This design comes from an exercise in tuning for small area, a short achievable clock period and few clock cycles on the open sky130 flow, not from production work.
At most, simulation tests tie the RTL to the original design; equivalence was not proved.
Power figures rest on the tool's default switching activity, not on a simulated workload.

== job 1103 ==
==> module sssp_accel, before the edit <==
module sssp_accel (
    input  logic        clk,
    input  logic        reset,
    input  logic        csr_cyc,
    input  logic        csr_stb,
    input  logic        csr_we,
    input  logic [31:0] csr_adr,
    input  logic [31:0] csr_dat_w,
    output logic        csr_ack,
    output logic [31:0] csr_dat_r,
    output logic        mem_cyc,
    output logic        mem_stb,
    output logic        mem_we,
    output logic [31:0] mem_adr,
    output logic [31:0] mem_dat_w,
    input  logic        mem_ack,
    input  logic [31:0] mem_dat_r
);
    localparam int IDLE = 0;
    localparam int SV   = 1;     
    localparam int SE   = 2;     
    localparam int SEC  = 3;     
    localparam int SU   = 4;     
    localparam int SL   = 5;     
    localparam int SED  = 6;     
    localparam int SVS  = 7;     
    localparam int SVD  = 8;     
    localparam int SW   = 9;     
    localparam int SUR  = 10;    
    localparam int SS   = 11;    
    localparam int SSW  = 12;    
    localparam int SN   = 13;    
    localparam int NST  = 14;
    logic        ack, busy, done, sel_ctrl, sel_total, kick;
    logic        access, accept;
    logic [NST-1:0] st, nst;
    logic        ack_q, fl, ez, trig;
    logic [31:0] adr, d, v, e, u, total;
    logic [15:0] ec, lp1;
    logic [7:0]  hi, lo;         
    logic [2:0]  doff;
    logic [3:0]  dlo;
    logic [28:0] dhi1;
    logic [31:0] dsum;
    logic [7:0]  vlo;
    logic        vc8;
    logic [23:0] vhi1;
    logic [31:0] vsum;
    logic        to_d, to_v, to_e, to_u;
    assign access = csr_cyc && csr_stb && !ack;
    assign accept = access && csr_we && (csr_adr == 32'd0) && !busy;
    assign csr_ack   = ack;
    assign csr_dat_r = {total[31:2] & {30{sel_total}},
                        sel_total ? total[1:0] : {sel_ctrl & done, sel_ctrl & busy}};
    always_ff @(posedge clk) begin
        if (reset) begin
            ack  <= 1'b0;
            kick <= 1'b0;
        end else begin
            ack  <= access;
            kick <= accept;
        end
        sel_ctrl  <= (csr_adr == 32'd0);
        sel_total <= (csr_adr == 32'd1);
    end
    assign mem_cyc   = !(st[IDLE] || ack_q);
    assign mem_stb   = mem_cyc;
    assign mem_we    = st[SW] || st[SSW];
    assign mem_adr   = adr;
    assign mem_dat_w = {lp1, hi, lo};
    function automatic logic carry8(input logic [7:0] a, input logic [7:0] b);
        logic [7:0] g, p;
        g = a & b;
        p = a | b;
        for (int s = 1; s < 8; s = s * 2) begin
            for (int i = 7; i >= s; i--) begin
                g[i] = g[i] | (p[i] & g[i-s]);
                p[i] = p[i] & p[i-s];
            end
        end
        carry8 = g[7];
    endfunction
    always_comb begin
        doff = 3'd0;
        if (st[IDLE] || st[SN]) doff = 3'd1;
        if (st[SV])             doff = 3'd3;
        if (st[SE])             doff = 3'd4;
        if (st[SEC])            doff = 3'd5;
        if (st[SU])             doff = 3'd7;
        if (st[SL] || st[SVS] || st[SVD] || st[SW]) doff = 3'd5;
        if (st[SUR])            doff = 3'd6;
    end
    assign dlo  = {1'b0, d[2:0]} + {1'b0, doff};
    assign dhi1 = d[31:3] + 29'd1;
    assign dsum = {dlo[3] ? dhi1 : d[31:3], dlo[2:0]};
    assign vlo  = v[7:0] + lo;
    assign vc8  = carry8(v[7:0], lo);
    assign vhi1 = v[31:8] + 24'd1;
    assign vsum = {vc8 ? vhi1 : v[31:8], vlo};
    function automatic logic plus1_eq(input logic [15:0] a, input logic [15:0] b);
        plus1_eq = a[0] ^ b[0];
        for (int i = 1; i < 16; i++) begin
            plus1_eq = plus1_eq & ((a[i] ^ b[i]) == (a[i-1] & ~b[i-1]));
        end
    endfunction
    assign trig = ack_q || kick;
    always_comb begin
        nst  = '0;
        to_d = 1'b0;
        to_v = 1'b0;
        to_e = 1'b0;
        to_u = 1'b0;
        if (st[IDLE])           begin nst[SV]  = 1'b1; to_d = 1'b1; end
        if (st[SV])             begin nst[SE]  = 1'b1; to_d = 1'b1; end
        if (st[SE])             begin nst[SEC] = 1'b1; to_d = 1'b1; end
        if (st[SEC])            begin nst[SU]  = 1'b1; to_d = 1'b1; end
        if (st[SU])             begin nst[SL]  = 1'b1; to_d = 1'b1; end
        if (st[SED])            begin nst[SVS] = 1'b1; to_v = 1'b1; end
        if (st[SVS] && fl)      begin nst[SVD] = 1'b1; to_v = 1'b1; end
        if (st[SVD] && fl)      begin nst[SW]  = 1'b1; to_u = 1'b1; end
        if ((st[SL] || (st[SVS] && !fl) || (st[SVD] && !fl) || st[SW])) begin
            if (ez) begin nst[SUR] = 1'b1; to_d = 1'b1; end
            else    begin nst[SED] = 1'b1; to_e = 1'b1; end
        end
        if (st[SUR])            begin nst[SS]  = 1'b1; to_d = 1'b1; end
        if (st[SS])             begin nst[SSW] = 1'b1; to_u = 1'b1; end
        if (st[SSW])            begin nst[SN]  = 1'b1; to_d = 1'b1; end
        if (st[SN]) begin
            if (d == 32'd0) nst[IDLE] = 1'b1;
            else begin nst[SV] = 1'b1; to_d = 1'b1; end
        end
    end
    always_ff @(posedge clk) begin
        if (reset) begin
            st    <= NST'(1);
            ack_q <= 1'b0;
            busy  <= 1'b0;
            done  <= 1'b0;
            total <= 32'd0;
        end else begin
            ack_q <= mem_cyc && mem_ack;
            if (accept) begin
                busy <= 1'b1;
                done <= 1'b0;
            end
            if (kick) begin
                total <= 32'd0;
            end
            if (trig) begin
                st  <= nst;
                if (nst[IDLE]) begin
                    busy <= 1'b0;
                    done <= 1'b1;
                end
                if (st[SVD] && fl) begin
                    total <= total + 32'd1;
                end
            end
        end
    end
    always_ff @(posedge clk) begin
        if (trig) begin
            if (to_d) adr <= dsum;
            if (to_v) adr <= vsum;
            if (to_e) adr <= e;
            if (to_u) adr <= u;
            if (to_e) begin
                e  <= e + 32'd1;
                ec <= ec - 16'd1;
                ez <= (ec == 16'd1);
            end
            if (st[SVD] && fl) begin
                u <= u + 32'd1;
            end
            if (st[SL]) begin
                lp1 <= lp1 + 16'd1;
            end
            if (st[SED]) begin
                lo <= hi;
                hi <= 8'd0;
            end
            if (st[SUR]) begin
                {hi, lo} <= u[15:0] - v[15:0];
                lp1      <= 16'd0;
            end
        end
        if (!busy) begin
            d <= csr_dat_w;
        end
        if (!ack_q) begin
            if (st[SV])  v   <= mem_dat_r;
            if (st[SE])  e   <= mem_dat_r;
            if (st[SEC]) begin
                ec <= mem_dat_r[15:0];
                ez <= (mem_dat_r[15:0] == 16'd0);
            end
            if (st[SU])  u   <= mem_dat_r;
            if (st[SL])  lp1 <= mem_dat_r[15:0];
            if (st[SED]) begin
                lo <= mem_dat_r[23:16];
                hi <= mem_dat_r[7:0];
            end
            if (st[SVS]) fl  <= plus1_eq(mem_dat_r[15:0], lp1);
            if (st[SVD]) fl  <= (mem_dat_r[15:0] == 16'hffff);
            if (st[SUR]) v   <= mem_dat_r;
            if (st[SS])  u   <= mem_dat_r;
            if (st[SN])  d   <= mem_dat_r;
        end
    end
endmodule
clock: 8.0 ns
lec_check: 0
cap_margin: 20
cell_pad_in_sites_detail_placement: 0
cell_pad_in_sites_global_placement: 1
core_margin: 2
core_utilization: 45
setup_slack_margin: 5.0
slew_margin: 20
standard.sh (not shown) runs the stock make flow with config.mk's settings and CLKGATE_MAP_FILE= SYNTH_SCRIPT=/design/flow/synth_recipe.tcl, a recipe that flattens the netlist after the stock synthesis.
==> flow/flow/run.sh <==
#!/bin/bash
# The standard layout (standard.sh, which also runs the standard synthesis),
# made with two changes to how the layout is built:
#  - the port buffers that global placement inserts are sky130_fd_sc_hd__buf_1
#    (the default pick is a delay buffer, larger and slower);
#  - clock tree synthesis clusters up to 25 sinks within 100 um per leaf
#    buffer and inserts no dummy loads.
# make's full output goes to standard.log here; ORFS keeps each step's log
# under orfs/logs/.
set -euo pipefail
export BUFFER_PORTS_ARGS="-buffer_cell sky130_fd_sc_hd__buf_1"
export CTS_ARGS="-sink_clustering_enable -repair_clock_nets -dont_use_dummy_load -sink_clustering_size 25 -sink_clustering_max_diameter 100"
bash standard.sh > standard.log 2>&1
Job 1103: flow completed, timing, DRC and antenna clean
Testbench counts of job 1103, summed over its fixed seeds: cycles 95,590.
Relative to job 1103, the following input files were edited for job 1344:
-- flow/design.v --
<<< job 1103, line 198
            busy  <= 1'b0;
            done  <= 1'b0;
            total <= 32'd0;
        end else begin
            ack_q <= mem_cyc && mem_ack;
>>> job 1344, line 198
            busy  <= 1'b0;
            done  <= 1'b0;
        end else begin
            ack_q <= mem_cyc && mem_ack;
<<< job 1103, line 204
                busy <= 1'b1;
                done <= 1'b0;
            end
            if (kick) begin
                total <= 32'd0;
            end
            if (trig) begin
>>> job 1344, line 203
                busy <= 1'b1;
                done <= 1'b0;
            end
            if (trig) begin
<<< job 1103, line 214
                    done <= 1'b1;
                end
                if (st[SVD] && fl) begin
                    total <= total + 32'd1;
                end
            end
        end
    end
>>> job 1344, line 210
                    done <= 1'b1;
                end
            end
        end
    end
    always_ff @(posedge clk) begin
        if (reset || kick) begin
            total <= 32'd0;
        end else if (trig && st[SVD] && fl) begin
            total <= total + 32'd1;
        end
    end
[summary]
- Job 1344 reached the final stage; the timing, design-rule and antenna checks on its layout passed.
- Against job 1103, job 1344 reports a final net count that is lower.
- Job 1344 against job 1103: clock sink count held; switching share of power moved down; XOR/XNOR share of the synthesized area went up by 1.1 points.
- Sort job 1103 and job 1344 by buffers plus inverters on the worst setup path, descending, and job 1103 comes first.
- On global-route wire length before repair: job 1344 sits below job 1103.
- Job 1103 has lower fmax than job 1344.
- In the tables for job 1103 and job 1344, final area reads lower with job 1344.
Testbench counts of job 1344, summed over its fixed seeds: cycles 95,590.

========
sssp_accel, a different RTL version from the one above (not shown whole).
Size: ~1,800 cells after synthesis, roughly 270 flip-flops, ~15,000 sq um of cells after synthesis.
==> module sssp_accel, before the edit <==
module sssp_accel (
    input  logic        clk,
    input  logic        reset,
    input  logic        csr_cyc,
    input  logic        csr_stb,
    input  logic        csr_we,
    input  logic [31:0] csr_adr,
    input  logic [31:0] csr_dat_w,
    output logic        csr_ack,
    output logic [31:0] csr_dat_r,
    output logic        mem_cyc,
    output logic        mem_stb,
    output logic        mem_we,
    output logic [31:0] mem_adr,
    output logic [31:0] mem_dat_w,
    input  logic        mem_ack,
    input  logic [31:0] mem_dat_r
);
    localparam int IDLE = 0;
    localparam int SV   = 1;     
    localparam int SE   = 2;     
    localparam int SEC  = 3;     
    localparam int SU   = 4;     
    localparam int SL   = 5;     
    localparam int SED  = 6;     
    localparam int SVS  = 7;     
    localparam int SVD  = 8;     
    localparam int SW   = 9;     
    localparam int SUR  = 10;    
    localparam int SS   = 11;    
    localparam int SSW  = 12;    
    localparam int SN   = 13;    
    localparam int NST  = 14;
    logic        ack, busy, done, sel_ctrl, sel_total, kick;
    logic        access, accept;
    logic [NST-1:0] st, nst;
    logic        cyc, we, ack_q, fl, ez, trig;
    logic [31:0] adr, d, v, e, u, total;
    logic [15:0] ec, lp1;
    logic [7:0]  hi, lo;         
    logic [2:0]  doff;
    logic [3:0]  dlo;
    logic [28:0] dhi1;
    logic [31:0] dsum;
    logic [7:0]  vlo;
    logic        vc8;
    logic [23:0] vhi1;
    logic [31:0] vsum;
    logic        to_d, to_v, to_e, to_u;
    assign access = csr_cyc && csr_stb && !ack;
    assign accept = access && csr_we && (csr_adr == 32'd0) && !busy;
    assign csr_ack   = ack;
    assign csr_dat_r = {total[31:2] & {30{sel_total}},
                        sel_total ? total[1:0] : {sel_ctrl & done, sel_ctrl & busy}};
    always_ff @(posedge clk) begin
        if (reset) begin
            ack  <= 1'b0;
            kick <= 1'b0;
        end else begin
            ack  <= access;
            kick <= accept;
        end
        sel_ctrl  <= (csr_adr == 32'd0);
        sel_total <= (csr_adr == 32'd1);
    end
    assign mem_cyc   = cyc;
    assign mem_stb   = cyc;
    assign mem_we    = we;
    assign mem_adr   = adr;
    assign mem_dat_w = {lp1, hi, lo};
    function automatic logic carry8(input logic [7:0] a, input logic [7:0] b);
        logic [7:0] g, p;
        g = a & b;
        p = a | b;
        for (int s = 1; s < 8; s = s * 2) begin
            for (int i = 7; i >= s; i--) begin
                g[i] = g[i] | (p[i] & g[i-s]);
                p[i] = p[i] & p[i-s];
            end
        end
        carry8 = g[7];
    endfunction
    always_comb begin
        doff = 3'd0;
        if (st[IDLE] || st[SN]) doff = 3'd1;
        if (st[SV])             doff = 3'd3;
        if (st[SE])             doff = 3'd4;
        if (st[SEC])            doff = 3'd5;
        if (st[SU])             doff = 3'd7;
        if (st[SL] || st[SVS] || st[SVD] || st[SW]) doff = 3'd5;
        if (st[SUR])            doff = 3'd6;
    end
    assign dlo  = {1'b0, d[2:0]} + {1'b0, doff};
    assign dhi1 = d[31:3] + 29'd1;
    assign dsum = {dlo[3] ? dhi1 : d[31:3], dlo[2:0]};
    assign vlo  = v[7:0] + lo;
    assign vc8  = carry8(v[7:0], lo);
    assign vhi1 = v[31:8] + 24'd1;
    assign vsum = {vc8 ? vhi1 : v[31:8], vlo};
    function automatic logic plus1_eq(input logic [15:0] a, input logic [15:0] b);
        plus1_eq = a[0] ^ b[0];
        for (int i = 1; i < 16; i++) begin
            plus1_eq = plus1_eq & ((a[i] ^ b[i]) == (a[i-1] & ~b[i-1]));
        end
    endfunction
    assign trig = ack_q || kick;
    always_comb begin
        nst  = '0;
        to_d = 1'b0;
        to_v = 1'b0;
        to_e = 1'b0;
        to_u = 1'b0;
        if (st[IDLE])           begin nst[SV]  = 1'b1; to_d = 1'b1; end
        if (st[SV])             begin nst[SE]  = 1'b1; to_d = 1'b1; end
        if (st[SE])             begin nst[SEC] = 1'b1; to_d = 1'b1; end
        if (st[SEC])            begin nst[SU]  = 1'b1; to_d = 1'b1; end
        if (st[SU])             begin nst[SL]  = 1'b1; to_d = 1'b1; end
        if (st[SED])            begin nst[SVS] = 1'b1; to_v = 1'b1; end
        if (st[SVS] && fl)      begin nst[SVD] = 1'b1; to_v = 1'b1; end
        if (st[SVD] && fl)      begin nst[SW]  = 1'b1; to_u = 1'b1; end
        if ((st[SL] || (st[SVS] && !fl) || (st[SVD] && !fl) || st[SW])) begin
            if (ez) begin nst[SUR] = 1'b1; to_d = 1'b1; end
            else    begin nst[SED] = 1'b1; to_e = 1'b1; end
        end
        if (st[SUR])            begin nst[SS]  = 1'b1; to_d = 1'b1; end
        if (st[SS])             begin nst[SSW] = 1'b1; to_u = 1'b1; end
        if (st[SSW])            begin nst[SN]  = 1'b1; to_d = 1'b1; end
        if (st[SN]) begin
            if (d == 32'd0) nst[IDLE] = 1'b1;
            else begin nst[SV] = 1'b1; to_d = 1'b1; end
        end
    end
    always_ff @(posedge clk) begin
        if (reset) begin
            st    <= NST'(1);
            cyc   <= 1'b0;
            ack_q <= 1'b0;
            busy  <= 1'b0;
            done  <= 1'b0;
            total <= 32'd0;
        end else begin
            ack_q <= cyc && mem_ack;
            if (mem_ack) begin
                cyc <= 1'b0;
            end
            if (accept) begin
                busy <= 1'b1;
                done <= 1'b0;
            end
            if (kick) begin
                total <= 32'd0;
            end
            if (trig) begin
                st  <= nst;
                cyc <= !nst[IDLE];
                if (nst[IDLE]) begin
                    busy <= 1'b0;
                    done <= 1'b1;
                end
                if (st[SVD] && fl) begin
                    total <= total + 32'd1;
                end
            end
        end
    end
    always_ff @(posedge clk) begin
        if (trig) begin
            we <= nst[SW] || nst[SSW];
            if (to_d) adr <= dsum;
            if (to_v) adr <= vsum;
            if (to_e) adr <= e;
            if (to_u) adr <= u;
            if (to_e) begin
                e  <= e + 32'd1;
                ec <= ec - 16'd1;
                ez <= (ec == 16'd1);
            end
            if (st[SVD] && fl) begin
                u <= u + 32'd1;
            end
            if (st[SL]) begin
                lp1 <= lp1 + 16'd1;
            end
            if (st[SED]) begin
                lo <= hi;
                hi <= 8'd0;
            end
            if (st[SUR]) begin
                {hi, lo} <= u[15:0] - v[15:0];
                lp1      <= 16'd0;
            end
        end
        if (!busy) begin
            d <= csr_dat_w;
        end
        if (cyc) begin
            if (st[SV])  v   <= mem_dat_r;
            if (st[SE])  e   <= mem_dat_r;
            if (st[SEC]) begin
                ec <= mem_dat_r[15:0];
                ez <= (mem_dat_r[15:0] == 16'd0);
            end
            if (st[SU])  u   <= mem_dat_r;
            if (st[SL])  lp1 <= mem_dat_r[15:0];
            if (st[SED]) begin
                lo <= mem_dat_r[23:16];
                hi <= mem_dat_r[7:0];
            end
            if (st[SVS]) fl  <= plus1_eq(mem_dat_r[15:0], lp1);
            if (st[SVD]) fl  <= (mem_dat_r[15:0] == 16'hffff);
            if (st[SUR]) v   <= mem_dat_r;
            if (st[SS])  u   <= mem_dat_r;
            if (st[SN])  d   <= mem_dat_r;
        end
    end
endmodule
export LEC_CHECK = 0
export CAP_MARGIN = 20
export CELL_PAD_IN_SITES_DETAIL_PLACEMENT = 1
export CELL_PAD_IN_SITES_GLOBAL_PLACEMENT = 2
export CORE_MARGIN = 2
export CORE_UTILIZATION = 35
export SETUP_SLACK_MARGIN = 5.0
export SLEW_MARGIN = 20
create_clock -name core_clock -period 8.0 [get_ports {clk}]
==> flow/flow/run.sh <==
#!/bin/bash
# The standard layout (standard.sh, which also runs the standard synthesis),
# made with two changes to how the layout is built:
#  - the port buffers that global placement inserts are sky130_fd_sc_hd__buf_1
#    (the default pick is a delay buffer, larger and slower);
#  - clock tree synthesis inserts no dummy loads.
# make's full output goes to standard.log here; ORFS keeps each step's log
# under orfs/logs/.
set -euo pipefail
export BUFFER_PORTS_ARGS="-buffer_cell sky130_fd_sc_hd__buf_1"
export CTS_ARGS="-sink_clustering_enable -repair_clock_nets -dont_use_dummy_load"
bash standard.sh > standard.log 2>&1
Testbench counts at the start, summed over its fixed seeds: cycles 95,590.
Then changed:
--- a/flow/design.v
+++ b/flow/design.v
@@ -90,12 +90,13 @@
     localparam int SUR  = 10;    
     localparam int SS   = 11;    
     localparam int SSW  = 12;    
     localparam int SN   = 13;    
     localparam int NST  = 14;
     logic        ack, busy, done, sel_ctrl, sel_total, kick;
+    logic [31:2] rdata;
     logic        access, accept;
     logic [NST-1:0] st, nst;
     logic        cyc, we, ack_q, fl, ez, trig;
     logic [31:0] adr, d, v, e, u, total;
     logic [15:0] ec, lp1;
     logic [7:0]  hi, lo;         
@@ -108,24 +109,24 @@
     logic [23:0] vhi1;
     logic [31:0] vsum;
     logic        to_d, to_v, to_e, to_u;
     assign access = csr_cyc && csr_stb && !ack;
     assign accept = access && csr_we && (csr_adr == 32'd0) && !busy;
     assign csr_ack   = ack;
-    assign csr_dat_r = {total[31:2] & {30{sel_total}},
-                        sel_total ? total[1:0] : {sel_ctrl & done, sel_ctrl & busy}};
+    assign csr_dat_r = {rdata, sel_total ? total[1:0] : {sel_ctrl & done, sel_ctrl & busy}};
     always_ff @(posedge clk) begin
         if (reset) begin
             ack  <= 1'b0;
             kick <= 1'b0;
         end else begin
             ack  <= access;
             kick <= accept;
         end
         sel_ctrl  <= (csr_adr == 32'd0);
         sel_total <= (csr_adr == 32'd1);
+        rdata     <= (csr_adr == 32'd1) ? total[31:2] : 30'd0;
     end
     assign mem_cyc   = cyc;
     assign mem_stb   = cyc;
     assign mem_we    = we;
     assign mem_adr   = adr;
     assign mem_dat_w = {lp1, hi, lo};
- wire length rises by roughly a tenth
- non-clock buffer count goes up by 12
- hold slack gets worse by 0.0071 ns
- cell area rose by a few percent
- core utilization stays flat
- synthesized area rose by a few percent
- worst setup slack improves by 0.0098 ns
- count of clock-buffer cells in the layout went up by 4
For the second run of this note, only the layout was checked, not whether the RTL still works.

[what the ideal ports hide]
The results above use ideal ports. As a check the final layouts listed here were re-extracted and re-timed, cells and wires unchanged.
Step 1, drivers: a clkbuf_16 drives clk and a buf_2 each remaining input, both assumed.
Step 2 adds t to the input delays and takes it off the output delays; t is the mean of the earliest and latest rising clock arrival at the registers after step 1. Input paths then give back, and output paths get back, about the clock's delay inside the block.
a / b / c = no drivers / after step 1 / after step 2; a / b = the first two.
run	t, ns	setup WS [ns]	worst setup path at the end	clock arrival spread, ns	slew at the worst register clock pin (ns)
job 1103	0.549	5.053 / 4.997 / 4.589	input to register	0.034 / 0.034	0.10 / 0.10
job 1344	0.552	5.068 / 5.012 / 4.620	input to register	0.025 / 0.024	0.11 / 0.11
the first run of note 2	0.598	5.053 / 4.993 / 4.581	input to register	0.025 / 0.024	0.06 / 0.06
the second run of note 2	0.601	5.063 / 5.003 / 4.556	input to register	0.025 / 0.025	0.06 / 0.06
After both steps every run listed still meets setup and hold. For the second run of note 2, which loses most, drivers alone change the setup slack by -0.060 ns; drivers and shift together by -0.507 ns.
